What follows belongs to an exercise in optimizing a design on an open flow for small area; a production flow would make more cautious choices. Only simulation tests tie the RTL to the original design; equivalence was not proved.

==> flow/design.v, too long to show whole: its modules and the start of the top module <==
// module pss_sample_window: 14 lines
// module pss_correlator_lane: 673 lines
// module pss_fa: 10 lines
// module pss_xor2: 7 lines
// module pss_xnor2: 7 lines
// module pss_ha: 9 lines
// module pss_nid2_decider: 24 lines
// module pss_detector: 71 lines
module pss_detector (
    input  logic        clk_i,
    input  logic        reset_ni,
    input  logic [15:0] sample_i,           
    input  logic        sample_valid_i,
    input  logic [1:0]  mode_i,             
    input  logic [1:0]  requested_nid2_i,
    output logic [2:0]  result_o            
);
  // ...
==> flow/flow/run.sh <==
#!/bin/bash
cp standard.sh standard_sh_copy.log
export BUFFER_PORTS_ARGS="-buffer_cell sky130_fd_sc_hd__buf_1"
bash standard.sh > standard_flow.log 2>&1
==> flow/standard.sh <==
#!/bin/bash
# synth_recipe.tcl (not shown) runs the flow's synth.tcl, then flattens the netlist and writes it again
# the make line also repeats each setting of config.mk as NAME=value (left out here)
make -C /OpenROAD-flow-scripts/flow DESIGN_CONFIG=/design/flow/config.mk WORK_HOME=/design/flow/orfs CLKGATE_MAP_FILE= SYNTH_SCRIPT=/design/flow/synth_recipe.tcl "${@:-finish}"
==> flow/config.mk <==
export PLATFORM = sky130hd
export DESIGN_NAME = pss_detector
export DESIGN_NICKNAME = pss_detector
export VERILOG_FILES = /design/flow/design.v
export SDC_FILE = /design/flow/constraint.sdc
export NUM_CORES = 4
export LEC_CHECK = 0
export CAP_MARGIN = 5
export CORE_MARGIN = 2
export CORE_UTILIZATION = 75
export CTS_BUF_LIST = sky130_fd_sc_hd__clkbuf_4
export CTS_CLUSTER_DIAMETER = 50
export CTS_CLUSTER_SIZE = 10
export SLEW_MARGIN = 5
export SYNTH_HIERARCHICAL = 1
==> flow/constraint.sdc <==
create_clock -name core_clock -period 11.0 [get_ports {clk_i}]
set_input_delay 2.2000 -clock core_clock [delete_from_list [all_inputs] [get_ports {clk_i}]]
set_output_delay 2.2000 -clock core_clock [all_outputs]
set_load 0.01 [all_outputs]
==> results.sh, run 1 <==
export IMPL_yosysMostFrequentCell="fa_1"
export IMPL_top_register="window_q"
export IMPL_nFlopsAndLatches=271
export IMPL_holdWs_ns=0.423
export IMPL_seq_share_pct=31.3
export IMPL_grt_pass1_wl_um=51500
export IMPL_numCtsBuffers=31
export IMPL_routedWlPerCell_um=18.5
export IMPL_slew_viol_final=0
export IMPL_path_buf_inv=2
export IMPL_drt_iter0_markers=463
export IMPL_synth_nets=1666
export IMPL_clk_pin_slew_ns=0.10
export IMPL_synth_area_leaders="fa_1, dfxtp_1, a22o_1"
export IMPL_use_met2_pct=44.7
export IMPL_area_growth_syn_to_layout_pct=3.36
export IMPL_status="timing/DRC/antenna clean"
export IMPL_async_reset_ff_share_pct=0
export IMPL_ctsHoldBuffers=0
export IMPL_die_area_mm2=0.0235
export IMPL_inverters=147
export IMPL_clock_area_share_pct=1.60
export IMPL_r2r_end="prev_q[1]"
export IMPL_cts_root_buf="clkbuf_4"
export IMPL_wl_met2_um=14700
export IMPL_cts_sinks=271
export IMPL_nets=1674
export IMPL_dp_slack_ns=0.243
export IMPL_busiest_layer="met2"
==> run 2, diff against run 1 <==
--- a/flow/design.v
+++ b/flow/design.v
@@ -131,33 +131,34 @@
     pss_fa u_s103 (.a(c96), .b(s101), .c(c98), .s(s103), .co(c104));
     pss_fa u_s105 (.a(window_i[239]), .b(window_i[79]), .c(window_i[63]), .s(s105), .co(c106));
     pss_fa u_s107 (.a(~window_i[31]), .b(c100), .c(s105), .s(s107), .co(c108));
     pss_fa u_s109 (.a(c102), .b(s107), .c(c104), .s(s109), .co(c110));
     pss_fa u_s111 (.a(c106), .b(c108), .c(c110), .s(s111), .co(c112));
     pss_fa u_s113 (.a(window_i[248]), .b(window_i[104]), .c(s3), .s(s113), .co(c114));
     pss_fa u_s115 (.a(window_i[249]), .b(window_i[105]), .c(s9), .s(s115), .co(c116));
     pss_xor2 u_s117 (.a(c114), .b(s115), .y(s117));
-    assign c118 = ~(c114 | s115);
+    assign c118 = ~(~(c114 | s115));
     pss_fa u_s119 (.a(window_i[250]), .b(window_i[106]), .c(s17), .s(s119), .co(c120));
-    pss_fa u_s121 (.a(c116), .b(~c118), .c(s119), .s(s121), .co(c122));
+    pss_fa u_s121 (.a(c116), .b(c118), .c(s119), .s(s121), .co(c122));
     pss_fa u_s123 (.a(window_i[251]), .b(window_i[107]), .c(s25), .s(s123), .co(c124));
     pss_fa u_s125 (.a(c120), .b(c122), .c(s123), .s(s125), .co(c126));
     pss_fa u_s127 (.a(window_i[252]), .b(window_i[108]), .c(s33), .s(s127), .co(c128));
     pss_fa u_s129 (.a(c124), .b(c126), .c(s127), .s(s129), .co(c130));
     pss_fa u_s131 (.a(window_i[253]), .b(window_i[109]), .c(s41), .s(s131), .co(c132));
     pss_fa u_s133 (.a(c128), .b(c130), .c(s131), .s(s133), .co(c134));
     pss_fa u_s135 (.a(window_i[254]), .b(window_i[110]), .c(s49), .s(s135), .co(c136));
     pss_fa u_s137 (.a(c132), .b(c134), .c(s135), .s(s137), .co(c138));
     pss_fa u_s139 (.a(window_i[255]), .b(window_i[111]), .c(s57), .s(s139), .co(c140));
     pss_fa u_s141 (.a(c136), .b(c138), .c(s139), .s(s141), .co(c142));
     pss_fa u_s143 (.a(s61), .b(c140), .c(c142), .s(s143), .co(c144));
-    pss_xor2 u_s145 (.a(s63), .b(c144), .y(s145));
-    assign c146 = ~(s63 | c144);
-    pss_ha u_s147 (.a(~c64), .b(c146), .s(s147), .co(c148));
+    pss_xnor2 u_s145 (.a(s63), .b(c144), .y(s145));
+    assign c146 = ~(~(s63 | c144));
+    pss_xor2 u_s147 (.a(c64), .b(c146), .y(s147));
+    assign c148 = ~(c64 | c146);
     pss_fa u_s149 (.a(window_i[184]), .b(window_i[88]), .c(window_i[8]), .s(s149), .co(c150));
     pss_fa u_s151 (.a(window_i[216]), .b(window_i[136]), .c(~s149), .s(s151), .co(c152));
     pss_ha u_s153 (.a(~s67), .b(s151), .s(s153), .co(c154));
     pss_fa u_s155 (.a(window_i[185]), .b(window_i[89]), .c(window_i[9]), .s(s155), .co(c156));
     pss_fa u_s157 (.a(window_i[217]), .b(window_i[137]), .c(~c150), .s(s157), .co(c158));
     pss_fa u_s159 (.a(~s155), .b(c152), .c(s157), .s(s159), .co(c160));
     pss_fa u_s161 (.a(~s73), .b(c154), .c(s159), .s(s161), .co(c162));
     pss_fa u_s163 (.a(window_i[186]), .b(window_i[90]), .c(window_i[10]), .s(s163), .co(c164));
@@ -201,67 +202,67 @@
     pss_fa u_s239 (.a(s17), .b(s79), .c(c238), .s(s239), .co(c240));
     pss_fa u_s241 (.a(s25), .b(s85), .c(c240), .s(s241), .co(c242));
     pss_fa u_s243 (.a(s33), .b(s91), .c(c242), .s(s243), .co(c244));
     pss_fa u_s245 (.a(s41), .b(s97), .c(c244), .s(s245), .co(c246));
     pss_fa u_s247 (.a(s49), .b(s103), .c(c246), .s(s247), .co(c248));
     pss_fa u_s249 (.a(s57), .b(s109), .c(c248), .s(s249), .co(c250));
     pss_fa u_s251 (.a(s61), .b(s111), .c(c250), .s(s251), .co(c252));
     pss_fa u_s253 (.a(c112), .b(s63), .c(c252), .s(s253), .co(c254));
-    assign s255 = c64 ^ c254;
+    pss_xor2 u_s255 (.a(c64), .b(c254), .y(s255));
     pss_xor2 u_s257 (.a(s113), .b(s153), .y(s257));
-    assign c258 = ~(s113 | s153);
-    pss_fa u_s259 (.a(c258), .b(~s161), .c(s117), .s(s259), .co(c260));
-    pss_fa u_s261 (.a(s171), .b(s121), .c(~c260), .s(s261), .co(c262));
+    assign c258 = ~(~(s113 | s153));
+    pss_fa u_s259 (.a(c258), .b(s161), .c(~s117), .s(s259), .co(c260));
+    pss_fa u_s261 (.a(s171), .b(s121), .c(c260), .s(s261), .co(c262));
     pss_fa u_s263 (.a(s125), .b(s181), .c(c262), .s(s263), .co(c264));
     pss_fa u_s265 (.a(s129), .b(s191), .c(c264), .s(s265), .co(c266));
     pss_fa u_s267 (.a(s133), .b(s201), .c(c266), .s(s267), .co(c268));
     pss_fa u_s269 (.a(s137), .b(s211), .c(c268), .s(s269), .co(c270));
     pss_fa u_s271 (.a(s141), .b(s221), .c(c270), .s(s271), .co(c272));
     pss_fa u_s273 (.a(s227), .b(s143), .c(c272), .s(s273), .co(c274));
-    pss_fa u_s275 (.a(~s145), .b(s231), .c(c274), .s(s275), .co(c276));
+    pss_fa u_s275 (.a(s145), .b(s231), .c(c274), .s(s275), .co(c276));
     pss_fa u_s277 (.a(s233), .b(c276), .c(s275), .s(s277), .co(c278));
-    pss_xor2 u_s279 (.a(s147), .b(~s277), .y(s279));
-    assign c280 = s147 | ~s277;
+    pss_xnor2 u_s279 (.a(s147), .b(s277), .y(s279));
+    assign c280 = (s147 | ~s277);
     pss_fa u_s281 (.a(~c148), .b(c234), .c(c278), .s(s281), .co(c282));
-    pss_xor2 u_s283 (.a(c280), .b(~s281), .y(s283));
-    pss_xor2 u_s285 (.a(~s113), .b(s153), .y(s285));
-    assign c286 = ~s113 | s153;
+    pss_xnor2 u_s283 (.a(c280), .b(s281), .y(s283));
+    pss_xor2 u_s285 (.a(s113), .b(s153), .y(s285));
+    assign c286 = (~s113 | s153);
     pss_fa u_s287 (.a(c286), .b(s161), .c(s117), .s(s287), .co(c288));
     pss_fa u_s289 (.a(s171), .b(~s121), .c(c288), .s(s289), .co(c290));
     pss_fa u_s291 (.a(~s125), .b(s181), .c(c290), .s(s291), .co(c292));
     pss_fa u_s293 (.a(~s129), .b(s191), .c(c292), .s(s293), .co(c294));
     pss_fa u_s295 (.a(~s133), .b(s201), .c(c294), .s(s295), .co(c296));
     pss_fa u_s297 (.a(~s137), .b(s211), .c(c296), .s(s297), .co(c298));
     pss_fa u_s299 (.a(~s141), .b(s221), .c(c298), .s(s299), .co(c300));
     pss_fa u_s301 (.a(s227), .b(~s143), .c(c300), .s(s301), .co(c302));
-    pss_fa u_s303 (.a(s145), .b(s231), .c(c302), .s(s303), .co(c304));
+    pss_fa u_s303 (.a(~s145), .b(s231), .c(c302), .s(s303), .co(c304));
     pss_ha u_s305 (.a(s301), .b(s303), .s(s305), .co(c306));
     pss_fa u_s307 (.a(s147), .b(s233), .c(c304), .s(s307), .co(c308));
-    pss_xor2 u_s309 (.a(c306), .b(s307), .y(s309));
-    assign c310 = c306 | s307;
+    pss_xnor2 u_s309 (.a(c306), .b(s307), .y(s309));
+    assign c310 = (c306 | s307);
     pss_fa u_s311 (.a(c148), .b(c234), .c(c308), .s(s311), .co(c312));
-    assign s313 = c310 ^ s311;
-    pss_xor2 u_s315 (.a(s259), .b(s235), .y(s315));
-    assign c316 = s259 | s235;
+    pss_xor2 u_s313 (.a(c310), .b(s311), .y(s313));
+    pss_xnor2 u_s315 (.a(s259), .b(s235), .y(s315));
+    assign c316 = (~s259 | s235);
     pss_fa u_s317 (.a(s237), .b(c316), .c(~s261), .s(s317), .co(c318));
     pss_fa u_s319 (.a(s239), .b(~s263), .c(c318), .s(s319), .co(c320));
     pss_fa u_s321 (.a(s241), .b(~s265), .c(c320), .s(s321), .co(c322));
     pss_fa u_s323 (.a(s243), .b(~s267), .c(c322), .s(s323), .co(c324));
     pss_fa u_s325 (.a(s245), .b(~s269), .c(c324), .s(s325), .co(c326));
     pss_fa u_s327 (.a(s247), .b(~s271), .c(c326), .s(s327), .co(c328));
     pss_fa u_s329 (.a(s249), .b(~s273), .c(c328), .s(s329), .co(c330));
     pss_fa u_s331 (.a(s251), .b(s275), .c(c330), .s(s331), .co(c332));
     pss_xor2 u_s333 (.a(s329), .b(s331), .y(s333));
-    assign c334 = s329 | s331;
+    assign c334 = (s329 | s331);
     pss_fa u_s335 (.a(s253), .b(c332), .c(c334), .s(s335), .co(c336));
-    pss_xor2 u_s337 (.a(~s279), .b(s335), .y(s337));
-    assign c338 = ~s279 | s335;
+    pss_xor2 u_s337 (.a(s279), .b(s335), .y(s337));
+    assign c338 = ~(~s279 | s335);
     pss_fa u_s339 (.a(s255), .b(s283), .c(c336), .s(s339), .co(c340));
-    pss_xor2 u_s341 (.a(c338), .b(s339), .y(s341));
+    pss_xnor2 u_s341 (.a(c338), .b(s339), .y(s341));
     pss_fa u_s343 (.a(window_i[160]), .b(window_i[112]), .c(window_i[32]), .s(s343), .co(c344));
     pss_fa u_s345 (.a(window_i[192]), .b(window_i[144]), .c(~s343), .s(s345), .co(c346));
     pss_fa u_s347 (.a(window_i[161]), .b(window_i[113]), .c(window_i[33]), .s(s347), .co(c348));
     pss_fa u_s349 (.a(window_i[193]), .b(window_i[145]), .c(~c344), .s(s349), .co(c350));
     pss_fa u_s351 (.a(~s347), .b(c346), .c(s349), .s(s351), .co(c352));
     pss_fa u_s353 (.a(window_i[162]), .b(window_i[114]), .c(window_i[34]), .s(s353), .co(c354));
     pss_fa u_s355 (.a(window_i[194]), .b(window_i[146]), .c(~c348), .s(s355), .co(c356));
     pss_fa u_s357 (.a(~s353), .b(c350), .c(s355), .s(s357), .co(c358));
@@ -310,34 +311,35 @@
     pss_fa u_s443 (.a(~window_i[22]), .b(c436), .c(s441), .s(s443), .co(c444));
     pss_fa u_s445 (.a(c438), .b(s443), .c(c440), .s(s445), .co(c446));
     pss_fa u_s447 (.a(window_i[231]), .b(window_i[71]), .c(window_i[55]), .s(s447), .co(c448));
     pss_fa u_s449 (.a(~window_i[23]), .b(c442), .c(s447), .s(s449), .co(c450));
     pss_fa u_s451 (.a(c444), .b(s449), .c(c446), .s(s451), .co(c452));
     pss_fa u_s453 (.a(c448), .b(c450), .c(c452), .s(s453), .co(c454));
     pss_fa u_s455 (.a(window_i[240]), .b(window_i[96]), .c(s345), .s(s455), .co(c456));
     pss_fa u_s457 (.a(window_i[241]), .b(window_i[97]), .c(s351), .s(s457), .co(c458));
-    pss_xor2 u_s459 (.a(c456), .b(s457), .y(s459));
-    assign c460 = ~(c456 | s457);
+    pss_xnor2 u_s459 (.a(c456), .b(s457), .y(s459));
+    assign c460 = ~(~(c456 | s457));
     pss_fa u_s461 (.a(window_i[242]), .b(window_i[98]), .c(s359), .s(s461), .co(c462));
-    pss_fa u_s463 (.a(c458), .b(~c460), .c(s461), .s(s463), .co(c464));
+    pss_fa u_s463 (.a(c458), .b(c460), .c(s461), .s(s463), .co(c464));
     pss_fa u_s465 (.a(window_i[243]), .b(window_i[99]), .c(s367), .s(s465), .co(c466));
     pss_fa u_s467 (.a(c462), .b(c464), .c(s465), .s(s467), .co(c468));
     pss_fa u_s469 (.a(window_i[244]), .b(window_i[100]), .c(s375), .s(s469), .co(c470));
     pss_fa u_s471 (.a(c466), .b(c468), .c(s469), .s(s471), .co(c472));
     pss_fa u_s473 (.a(window_i[245]), .b(window_i[101]), .c(s383), .s(s473), .co(c474));
     pss_fa u_s475 (.a(c470), .b(c472), .c(s473), .s(s475), .co(c476));
     pss_fa u_s477 (.a(window_i[246]), .b(window_i[102]), .c(s391), .s(s477), .co(c478));
     pss_fa u_s479 (.a(c474), .b(c476), .c(s477), .s(s479), .co(c480));
     pss_fa u_s481 (.a(window_i[247]), .b(window_i[103]), .c(s399), .s(s481), .co(c482));
     pss_fa u_s483 (.a(c478), .b(c480), .c(s481), .s(s483), .co(c484));
     pss_fa u_s485 (.a(s403), .b(c482), .c(c484), .s(s485), .co(c486));
-    pss_xor2 u_s487 (.a(s405), .b(c486), .y(s487));
-    assign c488 = ~(s405 | c486);
-    pss_ha u_s489 (.a(~c406), .b(c488), .s(s489), .co(c490));
+    pss_xnor2 u_s487 (.a(s405), .b(c486), .y(s487));
+    assign c488 = ~(~(s405 | c486));
+    pss_xor2 u_s489 (.a(c406), .b(c488), .y(s489));
+    assign c490 = ~(c406 | c488);
     pss_fa u_s491 (.a(window_i[176]), .b(window_i[80]), .c(window_i[0]), .s(s491), .co(c492));
     pss_fa u_s493 (.a(window_i[208]), .b(window_i[128]), .c(~s491), .s(s493), .co(c494));
     pss_ha u_s495 (.a(~s409), .b(s493), .s(s495), .co(c496));
     pss_fa u_s497 (.a(window_i[177]), .b(window_i[81]), .c(window_i[1]), .s(s497), .co(c498));
     pss_fa u_s499 (.a(window_i[209]), .b(window_i[129]), .c(~c492), .s(s499), .co(c500));
     pss_fa u_s501 (.a(~s497), .b(c494), .c(s499), .s(s501), .co(c502));
     pss_fa u_s503 (.a(~s415), .b(c496), .c(s501), .s(s503), .co(c504));
     pss_fa u_s505 (.a(window_i[178]), .b(window_i[82]), .c(window_i[2]), .s(s505), .co(c506));
@@ -381,200 +383,200 @@
     pss_fa u_s581 (.a(s359), .b(s421), .c(c580), .s(s581), .co(c582));
     pss_fa u_s583 (.a(s367), .b(s427), .c(c582), .s(s583), .co(c584));
     pss_fa u_s585 (.a(s375), .b(s433), .c(c584), .s(s585), .co(c586));
     pss_fa u_s587 (.a(s383), .b(s439), .c(c586), .s(s587), .co(c588));
     pss_fa u_s589 (.a(s391), .b(s445), .c(c588), .s(s589), .co(c590));
     pss_fa u_s591 (.a(s399), .b(s451), .c(c590), .s(s591), .co(c592));
     pss_fa u_s593 (.a(s403), .b(s453), .c(c592), .s(s593), .co(c594));
     pss_fa u_s595 (.a(c454), .b(s405), .c(c594), .s(s595), .co(c596));
-    assign s597 = c406 ^ c596;
+    pss_xor2 u_s597 (.a(c406), .b(c596), .y(s597));
     pss_xor2 u_s599 (.a(s455), .b(s495), .y(s599));
-    assign c600 = ~(s455 | s495);
-    pss_fa u_s601 (.a(c600), .b(~s503), .c(s459), .s(s601), .co(c602));
-    pss_fa u_s603 (.a(s513), .b(s463), .c(~c602), .s(s603), .co(c604));
+    assign c600 = ~(~(s455 | s495));
+    pss_fa u_s601 (.a(c600), .b(s503), .c(s459), .s(s601), .co(c602));
+    pss_fa u_s603 (.a(s513), .b(s463), .c(c602), .s(s603), .co(c604));
     pss_fa u_s605 (.a(s467), .b(s523), .c(c604), .s(s605), .co(c606));
     pss_fa u_s607 (.a(s471), .b(s533), .c(c606), .s(s607), .co(c608));
     pss_fa u_s609 (.a(s475), .b(s543), .c(c608), .s(s609), .co(c610));
     pss_fa u_s611 (.a(s479), .b(s553), .c(c610), .s(s611), .co(c612));
     pss_fa u_s613 (.a(s483), .b(s563), .c(c612), .s(s613), .co(c614));
     pss_fa u_s615 (.a(s569), .b(s485), .c(c614), .s(s615), .co(c616));
-    pss_fa u_s617 (.a(~s487), .b(s573), .c(c616), .s(s617), .co(c618));
+    pss_fa u_s617 (.a(s487), .b(s573), .c(c616), .s(s617), .co(c618));
     pss_fa u_s619 (.a(s575), .b(c618), .c(s617), .s(s619), .co(c620));
-    pss_xor2 u_s621 (.a(s489), .b(~s619), .y(s621));
-    assign c622 = s489 | ~s619;
+    pss_xnor2 u_s621 (.a(s489), .b(s619), .y(s621));
+    assign c622 = (s489 | ~s619);
     pss_fa u_s623 (.a(~c490), .b(c576), .c(c620), .s(s623), .co(c624));
-    pss_xor2 u_s625 (.a(c622), .b(~s623), .y(s625));
-    pss_xor2 u_s627 (.a(~s455), .b(s495), .y(s627));
-    assign c628 = ~s455 | s495;
-    pss_fa u_s629 (.a(c628), .b(s503), .c(s459), .s(s629), .co(c630));
+    pss_xnor2 u_s625 (.a(c622), .b(s623), .y(s625));
+    pss_xnor2 u_s627 (.a(s455), .b(s495), .y(s627));
+    assign c628 = (~s455 | s495);
+    pss_fa u_s629 (.a(c628), .b(s503), .c(~s459), .s(s629), .co(c630));
     pss_fa u_s631 (.a(s513), .b(~s463), .c(c630), .s(s631), .co(c632));
     pss_fa u_s633 (.a(~s467), .b(s523), .c(c632), .s(s633), .co(c634));
     pss_fa u_s635 (.a(~s471), .b(s533), .c(c634), .s(s635), .co(c636));
     pss_fa u_s637 (.a(~s475), .b(s543), .c(c636), .s(s637), .co(c638));
     pss_fa u_s639 (.a(~s479), .b(s553), .c(c638), .s(s639), .co(c640));
     pss_fa u_s641 (.a(~s483), .b(s563), .c(c640), .s(s641), .co(c642));
     pss_fa u_s643 (.a(s569), .b(~s485), .c(c642), .s(s643), .co(c644));
-    pss_fa u_s645 (.a(s487), .b(s573), .c(c644), .s(s645), .co(c646));
+    pss_fa u_s645 (.a(~s487), .b(s573), .c(c644), .s(s645), .co(c646));
     pss_ha u_s647 (.a(s643), .b(s645), .s(s647), .co(c648));
     pss_fa u_s649 (.a(s489), .b(s575), .c(c646), .s(s649), .co(c650));
     pss_xor2 u_s651 (.a(c648), .b(s649), .y(s651));
-    assign c652 = c648 | s649;
+    assign c652 = (c648 | s649);
     pss_fa u_s653 (.a(c490), .b(c576), .c(c650), .s(s653), .co(c654));
-    assign s655 = c652 ^ s653;
+    pss_xor2 u_s655 (.a(c652), .b(s653), .y(s655));
     pss_xor2 u_s657 (.a(s601), .b(s577), .y(s657));
-    assign c658 = s601 | s577;
+    assign c658 = (~s601 | s577);
     pss_fa u_s659 (.a(s579), .b(c658), .c(~s603), .s(s659), .co(c660));
     pss_fa u_s661 (.a(s581), .b(~s605), .c(c660), .s(s661), .co(c662));
     pss_fa u_s663 (.a(s583), .b(~s607), .c(c662), .s(s663), .co(c664));
     pss_fa u_s665 (.a(s585), .b(~s609), .c(c664), .s(s665), .co(c666));
     pss_fa u_s667 (.a(s587), .b(~s611), .c(c666), .s(s667), .co(c668));
     pss_fa u_s669 (.a(s589), .b(~s613), .c(c668), .s(s669), .co(c670));
     pss_fa u_s671 (.a(s591), .b(~s615), .c(c670), .s(s671), .co(c672));
     pss_fa u_s673 (.a(s593), .b(s617), .c(c672), .s(s673), .co(c674));
-    pss_xor2 u_s675 (.a(s671), .b(s673), .y(s675));
-    assign c676 = s671 | s673;
+    pss_xnor2 u_s675 (.a(s671), .b(s673), .y(s675));
+    assign c676 = (s671 | s673);
     pss_fa u_s677 (.a(s595), .b(c674), .c(c676), .s(s677), .co(c678));
-    pss_xor2 u_s679 (.a(~s621), .b(s677), .y(s679));
-    assign c680 = ~s621 | s677;
+    pss_xor2 u_s679 (.a(s621), .b(s677), .y(s679));
+    assign c680 = ~(~s621 | s677);
     pss_fa u_s681 (.a(s597), .b(s625), .c(c678), .s(s681), .co(c682));
-    pss_xor2 u_s683 (.a(c680), .b(s681), .y(s683));
+    pss_xnor2 u_s683 (.a(c680), .b(s681), .y(s683));
     pss_xor2 u_x685 (.a(s257), .b(s283), .y(x685));
-    pss_xor2 u_x686 (.a(s259), .b(s283), .y(x686));
+    pss_xnor2 u_x686 (.a(s259), .b(s283), .y(x686));
     pss_xor2 u_x687 (.a(s261), .b(s283), .y(x687));
     pss_xor2 u_x688 (.a(s263), .b(s283), .y(x688));
-    pss_xor2 u_x689 (.a(s265), .b(s283), .y(x689));
+    pss_xnor2 u_x689 (.a(s265), .b(s283), .y(x689));
     pss_xor2 u_x690 (.a(s267), .b(s283), .y(x690));
     pss_xor2 u_x691 (.a(s269), .b(s283), .y(x691));
     pss_xor2 u_x692 (.a(s271), .b(s283), .y(x692));
     pss_xor2 u_x693 (.a(s273), .b(s283), .y(x693));
     pss_xor2 u_x694 (.a(s275), .b(s283), .y(x694));
     pss_xor2 u_x695 (.a(s279), .b(s283), .y(x695));
     pss_xor2 u_x696 (.a(s599), .b(s625), .y(x696));
     pss_xor2 u_x697 (.a(s601), .b(s625), .y(x697));
     pss_xor2 u_x698 (.a(s603), .b(s625), .y(x698));
     pss_xor2 u_x699 (.a(s605), .b(s625), .y(x699));
     pss_xor2 u_x700 (.a(s607), .b(s625), .y(x700));
     pss_xor2 u_x701 (.a(s609), .b(s625), .y(x701));
-    pss_xor2 u_x702 (.a(s611), .b(s625), .y(x702));
+    pss_xnor2 u_x702 (.a(s611), .b(s625), .y(x702));
     pss_xor2 u_x703 (.a(s613), .b(s625), .y(x703));
-    pss_xor2 u_x704 (.a(s615), .b(s625), .y(x704));
+    pss_xnor2 u_x704 (.a(s615), .b(s625), .y(x704));
     pss_xor2 u_x705 (.a(s617), .b(s625), .y(x705));
     pss_xor2 u_x706 (.a(s621), .b(s625), .y(x706));
     pss_fa u_s707 (.a(s283), .b(s625), .c(x685), .s(s707), .co(c708));
-    pss_xor2 u_s709 (.a(x686), .b(x697), .y(s709));
-    assign c710 = ~(x686 | x697);
+    pss_xnor2 u_s709 (.a(x686), .b(x697), .y(s709));
+    assign c710 = ~(~(x686 | ~x697));
     pss_ha u_s711 (.a(x687), .b(x698), .s(s711), .co(c712));
     pss_ha u_s713 (.a(x688), .b(x699), .s(s713), .co(c714));
     pss_xor2 u_s715 (.a(x689), .b(x700), .y(s715));
-    assign c716 = x689 | x700;
+    assign c716 = (~x689 | x700);
     pss_ha u_s717 (.a(x690), .b(x701), .s(s717), .co(c718));
-    pss_xor2 u_s719 (.a(x691), .b(x702), .y(s719));
-    assign c720 = x691 | x702;
+    pss_xnor2 u_s719 (.a(x691), .b(x702), .y(s719));
+    assign c720 = (x691 | ~x702);
     pss_ha u_s721 (.a(x692), .b(x703), .s(s721), .co(c722));
-    pss_xor2 u_s723 (.a(x693), .b(x704), .y(s723));
-    assign c724 = x693 | x704;
+    pss_xnor2 u_s723 (.a(x693), .b(x704), .y(s723));
+    assign c724 = ~(x693 | ~x704);
     pss_ha u_s725 (.a(x694), .b(x705), .s(s725), .co(c726));
     pss_ha u_s727 (.a(x695), .b(x706), .s(s727), .co(c728));
     pss_xor2 u_x774 (.a(s257), .b(s341), .y(x774));
     pss_xor2 u_x775 (.a(s315), .b(s341), .y(x775));
     pss_xor2 u_x776 (.a(s317), .b(s341), .y(x776));
-    pss_xor2 u_x777 (.a(s319), .b(s341), .y(x777));
+    pss_xnor2 u_x777 (.a(s319), .b(s341), .y(x777));
     pss_xor2 u_x778 (.a(s321), .b(s341), .y(x778));
-    pss_xor2 u_x779 (.a(s323), .b(s341), .y(x779));
+    pss_xnor2 u_x779 (.a(s323), .b(s341), .y(x779));
     pss_xor2 u_x780 (.a(s325), .b(s341), .y(x780));
     pss_xor2 u_x781 (.a(s327), .b(s341), .y(x781));
     pss_xor2 u_x782 (.a(s329), .b(s341), .y(x782));
-    pss_xor2 u_x783 (.a(s333), .b(s341), .y(x783));
-    pss_xor2 u_x784 (.a(s337), .b(s341), .y(x784));
-    pss_xor2 u_x785 (.a(s599), .b(s683), .y(x785));
-    pss_xor2 u_x786 (.a(s657), .b(s683), .y(x786));
-    pss_xor2 u_x787 (.a(s659), .b(s683), .y(x787));
-    pss_xor2 u_x788 (.a(s661), .b(s683), .y(x788));
+    pss_xnor2 u_x783 (.a(s333), .b(s341), .y(x783));
+    pss_xnor2 u_x784 (.a(s337), .b(s341), .y(x784));
+    pss_xnor2 u_x785 (.a(s599), .b(s683), .y(x785));
+    pss_xnor2 u_x786 (.a(s657), .b(s683), .y(x786));
+    pss_xnor2 u_x787 (.a(s659), .b(s683), .y(x787));
+    pss_xnor2 u_x788 (.a(s661), .b(s683), .y(x788));
     pss_xor2 u_x789 (.a(s663), .b(s683), .y(x789));
-    pss_xor2 u_x790 (.a(s665), .b(s683), .y(x790));
+    pss_xnor2 u_x790 (.a(s665), .b(s683), .y(x790));
     pss_xor2 u_x791 (.a(s667), .b(s683), .y(x791));
     pss_xor2 u_x792 (.a(s669), .b(s683), .y(x792));
-    pss_xor2 u_x793 (.a(s671), .b(s683), .y(x793));
+    pss_xnor2 u_x793 (.a(s671), .b(s683), .y(x793));
     pss_xor2 u_x794 (.a(s675), .b(s683), .y(x794));
-    pss_xor2 u_x795 (.a(s679), .b(s683), .y(x795));
+    pss_xnor2 u_x795 (.a(s679), .b(s683), .y(x795));
     pss_fa u_s796 (.a(s341), .b(s683), .c(x774), .s(s796), .co(c797));
     pss_ha u_s798 (.a(x775), .b(x786), .s(s798), .co(c799));
-    pss_xor2 u_s800 (.a(x776), .b(x787), .y(s800));
-    assign c801 = ~(x776 | x787);
+    pss_xnor2 u_s800 (.a(x776), .b(x787), .y(s800));
+    assign c801 = (~(x776 | ~x787));
     pss_xor2 u_s802 (.a(x777), .b(x788), .y(s802));
-    assign c803 = ~(x777 | x788);
+    assign c803 = (~(~x777 | ~x788));
     pss_ha u_s804 (.a(x778), .b(x789), .s(s804), .co(c805));
-    pss_xor2 u_s806 (.a(x779), .b(x790), .y(s806));
-    assign c807 = ~(x779 | x790);
+    pss_xnor2 u_s806 (.a(x779), .b(x790), .y(s806));
+    assign c807 = (~(~x779 | ~x790));
     pss_ha u_s808 (.a(x780), .b(x791), .s(s808), .co(c809));
     pss_xor2 u_s810 (.a(x781), .b(x792), .y(s810));
-    assign c811 = ~(x781 | x792);
-    pss_xor2 u_s812 (.a(x782), .b(x793), .y(s812));
-    assign c813 = x782 | x793;
-    pss_xor2 u_s814 (.a(x783), .b(x794), .y(s814));
-    assign c815 = x783 | x794;
+    assign c811 = (~(x781 | x792));
+    pss_xnor2 u_s812 (.a(x782), .b(x793), .y(s812));
+    assign c813 = ~(x782 | ~x793);
+    pss_xnor2 u_s814 (.a(x783), .b(x794), .y(s814));
+    assign c815 = (~x783 | ~x794);
     pss_ha u_s816 (.a(x784), .b(x795), .s(s816), .co(c817));
     pss_xor2 u_x863 (.a(s285), .b(s313), .y(x863));
     pss_xor2 u_x864 (.a(s287), .b(s313), .y(x864));
     pss_xor2 u_x865 (.a(s289), .b(s313), .y(x865));
     pss_xor2 u_x866 (.a(s291), .b(s313), .y(x866));
     pss_xor2 u_x867 (.a(s293), .b(s313), .y(x867));
     pss_xor2 u_x868 (.a(s295), .b(s313), .y(x868));
     pss_xor2 u_x869 (.a(s297), .b(s313), .y(x869));
     pss_xor2 u_x870 (.a(s299), .b(s313), .y(x870));
     pss_xor2 u_x871 (.a(s301), .b(s313), .y(x871));
     pss_xor2 u_x872 (.a(s305), .b(s313), .y(x872));
-    pss_xor2 u_x873 (.a(s309), .b(s313), .y(x873));
+    pss_xnor2 u_x873 (.a(s309), .b(s313), .y(x873));
     pss_xor2 u_x874 (.a(s627), .b(s655), .y(x874));
     pss_xor2 u_x875 (.a(s629), .b(s655), .y(x875));
     pss_xor2 u_x876 (.a(s631), .b(s655), .y(x876));
     pss_xor2 u_x877 (.a(s633), .b(s655), .y(x877));
     pss_xor2 u_x878 (.a(s635), .b(s655), .y(x878));
     pss_xor2 u_x879 (.a(s637), .b(s655), .y(x879));
-    pss_xor2 u_x880 (.a(s639), .b(s655), .y(x880));
+    pss_xnor2 u_x880 (.a(s639), .b(s655), .y(x880));
     pss_xor2 u_x881 (.a(s641), .b(s655), .y(x881));
     pss_xor2 u_x882 (.a(s643), .b(s655), .y(x882));
     pss_xor2 u_x883 (.a(s647), .b(s655), .y(x883));
     pss_xor2 u_x884 (.a(s651), .b(s655), .y(x884));
-    pss_fa u_s885 (.a(s313), .b(s655), .c(~x863), .s(s885), .co(c886));
+    pss_fa u_s885 (.a(s313), .b(s655), .c(x863), .s(s885), .co(c886));
     pss_ha u_s887 (.a(x864), .b(x875), .s(s887), .co(c888));
     pss_ha u_s889 (.a(x865), .b(x876), .s(s889), .co(c890));
     pss_ha u_s891 (.a(x866), .b(x877), .s(s891), .co(c892));
     pss_xor2 u_s893 (.a(x867), .b(x878), .y(s893));
-    assign c894 = x867 | x878;
+    assign c894 = (x867 | x878);
     pss_ha u_s895 (.a(x868), .b(x879), .s(s895), .co(c896));
-    pss_xor2 u_s897 (.a(x869), .b(x880), .y(s897));
-    assign c898 = x869 | x880;
+    pss_xnor2 u_s897 (.a(x869), .b(x880), .y(s897));
+    assign c898 = (x869 | ~x880);
     pss_ha u_s899 (.a(x870), .b(x881), .s(s899), .co(c900));
     pss_ha u_s901 (.a(x871), .b(x882), .s(s901), .co(c902));
-    pss_xor2 u_s903 (.a(x872), .b(x883), .y(s903));
-    assign c904 = x872 | x883;
+    pss_xnor2 u_s903 (.a(x872), .b(x883), .y(s903));
+    assign c904 = (x872 | x883);
     pss_xor2 u_s905 (.a(x873), .b(x884), .y(s905));
-    assign c906 = ~(x873 | x884);
+    assign c906 = (~(x873 | x884));
     assign g729 = ~x696 & ~s707;
     assign p730 = ~x696 | ~s707;
     assign g731 = ~c708 & s709;
     assign p732 = ~c708 | s709;
-    assign g733 = c710 & s711;
-    assign p734 = c710 | s711;
+    assign g733 = ~c710 & s711;
+    assign p734 = ~c710 | s711;
     assign g735 = c712 & s713;
     assign p736 = c712 | s713;
-    assign g737 = c714 & ~s715;
-    assign p738 = c714 | ~s715;
+    assign g737 = c714 & s715;
+    assign p738 = c714 | s715;
     assign g739 = c716 & s717;
     assign p740 = c716 | s717;
     assign g741 = c718 & ~s719;
     assign p742 = c718 | ~s719;
     assign g743 = c720 & s721;
     assign p744 = c720 | s721;
     assign g745 = c722 & ~s723;
     assign p746 = c722 | ~s723;
-    assign g747 = c724 & ~s725;
-    assign p748 = c724 | ~s725;
+    assign g747 = ~c724 & ~s725;
+    assign p748 = ~c724 | ~s725;
     assign g749 = ~c726 & s727;
     assign p750 = ~c726 | s727;
     assign bg751 = g731 | (p732 & g729);
     assign bp752 = p732 & p730;
     assign bg753 = g733 | (p734 & bg751);
     assign bp754 = p734 & bp752;
     assign bg755 = g735 | (p736 & bg753);
     assign bp756 = p736 & bp754;
@@ -590,36 +592,36 @@
     assign bp766 = p748 & p746;
     assign bg767 = g749 | (p750 & bg765);
     assign bp768 = p750 & bp766;
     assign bg769 = c728 | (1'b1 & bg767);
     assign bp770 = 1'b1 & bp768;
     assign cc771 = bg769 | (bp770 & cc764);
     assign cc772 = 1'b0 | (1'b1 & cc771);
     assign ge773 = cc772;
-    assign g818 = ~x785 & ~s796;
-    assign p819 = ~x785 | ~s796;
+    assign g818 = x785 & ~s796;
+    assign p819 = x785 | ~s796;
     assign g820 = ~c797 & s798;
     assign p821 = ~c797 | s798;
     assign g822 = c799 & s800;
     assign p823 = c799 | s800;
     assign g824 = c801 & s802;
     assign p825 = c801 | s802;
     assign g826 = c803 & ~s804;
     assign p827 = c803 | ~s804;
-    assign g828 = ~c805 & s806;
-    assign p829 = ~c805 | s806;
+    assign g828 = ~c805 & ~s806;
+    assign p829 = ~c805 | ~s806;
     assign g830 = c807 & ~s808;
     assign p831 = c807 | ~s808;
     assign g832 = ~c809 & s810;
     assign p833 = ~c809 | s810;
     assign g834 = c811 & ~s812;
     assign p835 = c811 | ~s812;
-    assign g836 = c813 & ~s814;
-    assign p837 = c813 | ~s814;
+    assign g836 = ~c813 & s814;
+    assign p837 = ~c813 | s814;
     assign g838 = c815 & s816;
     assign p839 = c815 | s816;
     assign bg840 = g820 | (p821 & g818);
     assign bp841 = p821 & p819;
     assign bg842 = g822 | (p823 & bg840);
     assign bp843 = p823 & bp841;
     assign bg844 = g824 | (p825 & bg842);
     assign bp845 = p825 & bp843;
@@ -653,18 +655,18 @@
     assign g917 = c894 & s895;
     assign p918 = c894 | s895;
     assign g919 = c896 & ~s897;
     assign p920 = c896 | ~s897;
     assign g921 = c898 & s899;
     assign p922 = c898 | s899;
     assign g923 = c900 & ~s901;
     assign p924 = c900 | ~s901;
-    assign g925 = ~c902 & ~s903;
-    assign p926 = ~c902 | ~s903;
+    assign g925 = ~c902 & s903;
+    assign p926 = ~c902 | s903;
     assign g927 = c904 & s905;
     assign p928 = c904 | s905;
     assign bg929 = g909 | (p910 & g907);
     assign bp930 = p910 & p908;
     assign bg931 = g911 | (p912 & bg929);
     assign bp932 = p912 & bp930;
     assign bg933 = g913 | (p914 & bg931);
     assign bp934 = p914 & bp932;
==> flow/config.mk (replaced) <==
export PLATFORM = sky130hd
export DESIGN_NAME = pss_detector
export DESIGN_NICKNAME = pss_detector
export VERILOG_FILES = /design/flow/design.v
export SDC_FILE = /design/flow/constraint.sdc
export NUM_CORES = 4
export LEC_CHECK = 0
export CAP_MARGIN = 5
export CORE_MARGIN = 2
export CORE_UTILIZATION = 80
export CTS_BUF_LIST = sky130_fd_sc_hd__clkbuf_4
export CTS_CLUSTER_DIAMETER = 50
export CTS_CLUSTER_SIZE = 10
export SLEW_MARGIN = 5
export SYNTH_HIERARCHICAL = 1
==> run 2 against run 1 <==
Compared with the run above:
- first-iteration DRC count shrank 13%
- setup slack lost 0.014 ns
- global-route usage grew 2.5 points
- largest cell class unchanged
- area after synthesis shrank 0.21%
- wire length grew 2.0%
==> results.sh, run 2 <==
export IMPL_status="timing/DRC/antenna clean"
export IMPL_grt_usage_pct=29.5
export IMPL_layout_commonest_cell="fa_1"
export IMPL_yosysMostFrequentCell="fa_1"
export IMPL_first_pass_iters=6
export IMPL_worst_setup_path_start_kind="register"
export IMPL_area_growth_syn_to_layout_pct=3.22
export IMPL_die_area_mm2=0.0221
export IMPL_io_pin_count=26
export IMPL_dp_hpwl_um=23500
export IMPL_cts_sinks=271
export IMPL_max_slew_margin_pct=26.4
export IMPL_gp_congestion=0.828
export IMPL_rows=52
export IMPL_fmax_mhz=94.3
export IMPL_grt_max_degree=114
export IMPL_grt_pass1_vias=10500
export IMPL_reg_top3="window_q: 256 flops, peaks_q: 3 flops, prev_q: 3 flops"
export IMPL_slowest_stage="fa_1"
export IMPL_avgSynthCellArea_um2=12.9
export IMPL_worst_path_largest_cell_delay_ns=0.58
export IMPL_nets=1659
export IMPL_top_register="window_q"
export IMPL_cp_end_kind="register"
export IMPL_path_buf_inv=2
export IMPL_ctsHoldBuffers=0
export IMPL_final_hold_viol_count=0
export IMPL_drive_above_1_share_pct=6.13
export IMPL_crit_top_cell="fa_1"
export IMPL_cts_tree="done"
export IMPL_post_route_util_pct=84.7
export IMPL_largest_reg_flops=256
export IMPL_slew_viol_final=0
export IMPL_multi_input_area_mm2=0.0105
export IMPL_worstSetupPathType="reg -> reg"
export IMPL_viasPerCell=6.13
export IMPL_path_max_fanout=3
export IMPL_fillers=1097
export IMPL_clk_insertion_delay_late_ns=0.72
export IMPL_clk_pin_slew_ns=0.11
export IMPL_antenna_found_initial=1
export IMPL_synthFlopType="dfxtp_1"
export IMPL_drc=0
export IMPL_min_path_type="reg -> reg"
export IMPL_dp_cells=1534
export IMPL_fp_dieH_um=149
export IMPL_finalCriticalPeriod_ns=10.60
export IMPL_io_buffers=25
export IMPL_numCtsBuffers=31
export IMPL_yosys_warnings=8
export IMPL_core_mm2=0.0204
export IMPL_cap_violations=0
export IMPL_wirelength_um=30200
export IMPL_drt_iter0_markers=405
export IMPL_ys_seq_elements=271
export IMPL_routedWlPerCell_um=19.2
export IMPL_finClkSkew_ns=0.0241
export IMPL_r2r_start="window_q[168]"
export IMPL_cts_root_buf="clkbuf_4"
export IMPL_whs_path_depth=1
export IMPL_h_tree_depth=1
export IMPL_async_reset_ff_share_pct=0
export IMPL_regToRegSetupSlack_ns=0.40
export IMPL_synth_nets=1648
export IMPL_seq_area_mm2=0.00543
export IMPL_syn_instance_count=1292
export IMPL_yosys_area_top_type="fa_1"
export IMPL_syn_area_mm2=0.0167
export IMPL_timing_final_crit_share_pct=96.4
export IMPL_vias=9649
export IMPL_tightest_slew_ns=1.10
export IMPL_crit_arrival_ns=11.25
export IMPL_hold_start="prev_q[2]"
export IMPL_antenna_left=0
export IMPL_grt_ovfl_total=0
export IMPL_netlist_area_leader_share_pct=35.1
export IMPL_crit_family="adder cells"
export IMPL_cp_data_required_time_ns=11.64
export IMPL_ys_types=51
export IMPL_ys_seq_area_share_pct=32.5
export IMPL_holdWs_ns=0.434
export IMPL_initial_utilization_pct=82.1
export IMPL_clock_path_buffers=3
export IMPL_synth_area_leaders="fa_1, dfxtp_1, a22o_1"
export IMPL_r2r_end="peaks_q[1]"
export IMPL_grt_pass1_wl_um=51700
export IMPL_die_w_um=149
export IMPL_synth_commonest_cells="fa_1, dfxtp_1, a22o_1"
export IMPL_r2r_cells=29
export IMPL_mostFrequentLayoutCells="fa_1, dfxtp_1, a22o_1"
export IMPL_synth_edf_count=0
export IMPL_setup_viol=0
export IMPL_fin_cells=1575
export IMPL_worst_hold_path_endpoint="peaks_q[2]"
-- run 2: through the flow --
stage / TNS, ns / worst slack (ns) / instance area (um2)
final: 0 / 0.397 / 17300
after global routing: -0.0638 / -0.0353 / 17300
after CTS: 0 / 0.211 / 17200
after detailed placement: 0 / 0.205 / 16900
after global placement: 0 / 0.593 / 16900
after floorplan: 0 / 0.0108 / 16700
-- run 2: area by class of cell --
type                    instances  share of cell area [%]
multi-input cells             824                    60.8
clock inverters                 2                  0.0725
repair buffers                 41                    1.36
diodes                          1                  0.0145
well taps                     270                    1.96
inverters                     134                    2.92
flip-flops and latches        271                    31.4
clock buffers                  32                    1.39
-- run 2: kinds of logic (layout without fill, tap and decap cells) --
family / Yosys count / count (layout) / synth area share (%)
adders and majority gates: 338 / 338 / 38.4
AOI/OAI and AO/OA: 301 / 301 / 15.4
DFF: 271 / 271 / 32.5
buffers and inverters: 197 / 209 / 5.07
xor gates and xnor gates: 111 / 111 / 5.82
and+or+nand+nor: 69 / 69 / 2.52
muxes: 5 / 5 / 0.299
other: 0 / 1 / 0
-- run 2: repair_timing --
item,in CTS,in global routing
endpoints found under the setup margin,0,2
buffers inserted,0,6
resized for setup,0,4
-- run 2: per-module statistics from Yosys (local to each module, per instance) --
module / cells / times used / cell area (um2) / flip-flops and latches
pss_detector: 296 / 1 / 5610 / 271
pss_sample_window: 317 / 1 / 2600 / 0
pss_correlator_lane: 229 / 1 / 1120 / 0
pss_nid2_decider: 9 / 1 / 70.1 / 0
pss_fa: 1 / 293 / 20.0 / 0
pss_ha: 1 / 40 / 12.5 / 0
pss_xnor2: 1 / 39 / 8.76 / 0
pss_xor2: 1 / 69 / 8.76 / 0
-- run 2: how the worst max path moves through the flow --
stage,end,slack [ns],cells past startpoint,start
floorplan,peaks_q[1],0.01,29,window_q[168]
global placement,peaks_q[1],0.59,29,window_q[168]
detailed placement,peaks_q[1],0.20,29,window_q[168]
CTS,peaks_q[1],0.21,29,window_q[168]
global route,prev_q[1],-0.04,30,window_q[168]
finish,peaks_q[1],0.40,29,window_q[168]
-- run 2: layer usage --
layer / track usage, % / up-vias / share of wire (%)
li1: - / 4426 / -
met4: 8.00 / 0 / 2.8
met2: 49.5 / 219 / 51
met3: 3.47 / 58 / 3.2
met1: 41.7 / 4946 / 43
met5: 0 / - / 0
==> run 3, diff against run 2 <==
--- a/flow/config.mk
+++ b/flow/config.mk
@@ -8,5 +8,5 @@
 export CAP_MARGIN = 5
 export CORE_MARGIN = 2
-export CORE_UTILIZATION = 80
+export CORE_UTILIZATION = 75
 export CTS_BUF_LIST = sky130_fd_sc_hd__clkbuf_4
 export CTS_CLUSTER_DIAMETER = 50
==> run 3 against run 2 <==
Compared with the run above:
- still clean on timing, DRC and antenna
- worst hold slack lost 0.0032 ns
- sequential share of layout area grew 0.11 points
- clock-buffer cell count is the same
- critical path type unchanged
- final cell count grew 0.19%
- largest cell class unchanged
==> results.sh, run 3 <==
export IMPL_synth_commonest_cells="fa_1, dfxtp_1, a22o_1"
export IMPL_initial_utilization_pct=76.6
export IMPL_syn_area_mm2=0.0167
export IMPL_synth_nets=1648
export IMPL_drc=0
export IMPL_worstSetupPathType="reg -> reg"
export IMPL_synth_edf_count=0
export IMPL_yosysMostFrequentCell="fa_1"
export IMPL_io_buffers=25
export IMPL_slew_viol_final=0
export IMPL_ys_seq_elements=271
export IMPL_yosys_area_share_simple_pct=2.52
export IMPL_synthFlopType="dfxtp_1"
export IMPL_die_area_mm2=0.0235
export IMPL_slowest_stage="fa_1"
export IMPL_ctsHoldBuffers=0
export IMPL_synth_compound_area_share_pct=15.4
export IMPL_routedWlPerCell_um=18.7
export IMPL_antenna_found_initial=1
export IMPL_fin_cells=1578
export IMPL_crit_arrival_ns=11.29
export IMPL_dp_hpwl_um=22700
export IMPL_cap_violations=0
export IMPL_ys_types=51
export IMPL_crit_top_cell="fa_1"
export IMPL_fp_dieH_um=153
export IMPL_fillers=1381
export IMPL_fmax_mhz=94.0
export IMPL_avgSynthCellArea_um2=12.9
export IMPL_worst_path_largest_cell_delay_ns=0.58
export IMPL_numCtsBuffers=31
export IMPL_area_growth_syn_to_layout_pct=2.87
export IMPL_timing_final_crit_share_pct=96.7
export IMPL_dp_cells=1543
export IMPL_cp_data_required_time_ns=11.65
export IMPL_nets=1652
export IMPL_worst_slack_ns=0.365
export IMPL_viasPerCell=5.95
export IMPL_reg_top3="window_q: 256 flops, peaks_q: 3 flops, prev_q: 3 flops"
export IMPL_drive_above_1_share_pct=5.40
export IMPL_setup_viol=0
export IMPL_stdcell_area_mm2=0.0172
export IMPL_h_tree_depth=1
export IMPL_synth_xor_area_share_pct=5.82
export IMPL_cp_end_kind="register"
export IMPL_antenna_left=0
export IMPL_cts_sinks=271
export IMPL_synth_mux_area_share_pct=0.299
export IMPL_cts_tree="done"
export IMPL_finClkSkew_ns=0.0299
export IMPL_max_slew_margin_pct=17.0
export IMPL_synth_top_family_by_area="adder cells"
export IMPL_path_max_fanout=11
export IMPL_ys_seq_area_share_pct=32.5
export IMPL_grt_pass1_wl_um=51500
export IMPL_worst_setup_path_start_kind="register"
export IMPL_tightest_slew_ns=1.25
export IMPL_grt_pass1_vias=10300
export IMPL_cts_resized=0
export IMPL_post_cts_buffers=0
export IMPL_grt_usage_pct=26.9
export IMPL_finalCriticalPeriod_ns=10.64
export IMPL_dp_slack_ns=0.333
export IMPL_largest_reg_flops=256
export IMPL_syn_instance_count=1292
export IMPL_clk_pin_slew_ns=0.11
export IMPL_clk_insertion_delay_late_ns=0.73
export IMPL_yosys_warnings=8
export IMPL_layout_commonest_cell="fa_1"
export IMPL_io_pin_count=26
export IMPL_drt_iter0_markers=530
export IMPL_mostFrequentLayoutCells="fa_1, dfxtp_1, a22o_1"
export IMPL_synthAdderAreaFrac_pct=38.4
export IMPL_grt_max_degree=257
export IMPL_die_w_um=153
export IMPL_wirelength_um=29500
export IMPL_grt_ovfl_total=0
export IMPL_cts_root_buf="clkbuf_4"
export IMPL_top_register="window_q"
export IMPL_vias=9391
export IMPL_yosys_area_top_type="fa_1"
export IMPL_async_reset_ff_share_pct=0
export IMPL_gp_congestion=0.867
export IMPL_netlist_area_leader_share_pct=35.1
export IMPL_r2r_cells=30
export IMPL_synth_area_leaders="fa_1, dfxtp_1, a22o_1"
export IMPL_rows=54
export IMPL_setup_tns_final_ns=0
export IMPL_whs_path_depth=1
export IMPL_core_mm2=0.0218
export IMPL_first_pass_iters=5
export IMPL_min_path_type="reg -> reg"
export IMPL_clock_path_buffers=3
export IMPL_final_hold_viol_count=0
export IMPL_status="timing/DRC/antenna clean"
export IMPL_placed_area_mm2=0.0169
run 3: worst paths after layout:
kind                 start          to  slack, ns
min             code1_q[1]  code2_q[1]       0.43
min reg2reg     code1_q[1]  code2_q[1]       0.43
max reg2reg  window_q[168]   prev_q[1]       0.36
max          window_q[168]   prev_q[1]       0.36
run 3: area by class of cell:
cell class	count	area [um2]	area share (%)
multi-input combinational	824	10500	61.0
tap	280	350	2.04
sequential	271	5430	31.6
timing repair buffer	34	174	1.01
clock buffer	32	240	1.40
antenna	1	2.50	0.0146
inverter	134	503	2.93
clock inverter	2	12.5	0.0728
run 3: modules after synthesis, one instance, submodules excluded:
module | cells inside | cell area [um2] | copies in the design | flip-flops and latches
pss_detector | 296 | 5610 | 1 | 271
pss_sample_window | 317 | 2600 | 1 | 0
pss_correlator_lane | 229 | 1120 | 1 | 0
pss_nid2_decider | 9 | 70.1 | 1 | 0
pss_fa | 1 | 20.0 | 293 | 0
pss_ha | 1 | 12.5 | 40 | 0
pss_xnor2 | 1 | 8.76 | 39 | 0
pss_xor2 | 1 | 8.76 | 69 | 0
run 3: logic make-up (layout without fill, tap and decap cells):
logic type,count (synthesis),count (layout)
AO/OA/AOI/OAI,301,301
XOR/XNOR,111,111
adder cells (fa/ha/maj),338,338
buffers and inverters,197,202
flip-flops,271,271
multiplexers,5,5
other,0,1
AND/OR/NAND/NOR,69,69
run 3: metal layers:
metal / routed length, um / vias up / global-route usage [%]
met2: 14400 / 158 / 43.6
met1: 13400 / 4770 / 39.6
met5: 0 / - / 0
li1: - / 4411 / -
met4: 711 / 0 / 6.88
met3: 1020 / 52 / 3.20
run 3: critical path: cells and delay by family (launching register included):
family                     cells  cell delay (ns)
adders and majority gates     18             8.15
and+or+nand+nor                4             0.89
AOI/OAI and AO/OA              3             0.47
buffers and inverters          3             0.37
DFF                            1             0.36
xor gates and xnor gates       1             0.22
muxes                          1             0.11
run 3: through the flow:
step,hold WS [ns],utilization [%]
finish,0.431,78.8
global route,0.444,78.8
CTS,0.435,78.8
detailed placement,0.406,77.6
global placement,0.414,77.6
floorplan,0.385,-

## separate check: timing with driven ports
The flow's constraints put no driver on any port. The routed layouts listed below were extracted and timed again, unchanged, in two steps.
Step 1, drivers: a clkbuf_16 drives clk_i and a buf_2 each remaining input, both assumed.
Step 2 also shifts input and output timing later by t, the mid clock arrival at the registers, as if the neighbouring blocks saw the same clock.
Three values: no drivers, after step 1, after step 2; two values: the first two.
run	shift t [ns]	setup slack, ns	worst setup path after step 2	latest minus earliest clock arrival (ns)	cell pins on the clock port's net
run 1	0.736	0.411 / 0.411 / 0.411	register to register	0.042 / 0.042	1
run 2	0.754	0.397 / 0.397 / 0.397	register to register	0.031 / 0.030	1
run 3	0.761	0.365 / 0.365 / 0.365	register to register	0.033 / 0.032	1
After both steps setup and hold are still met in every run listed.
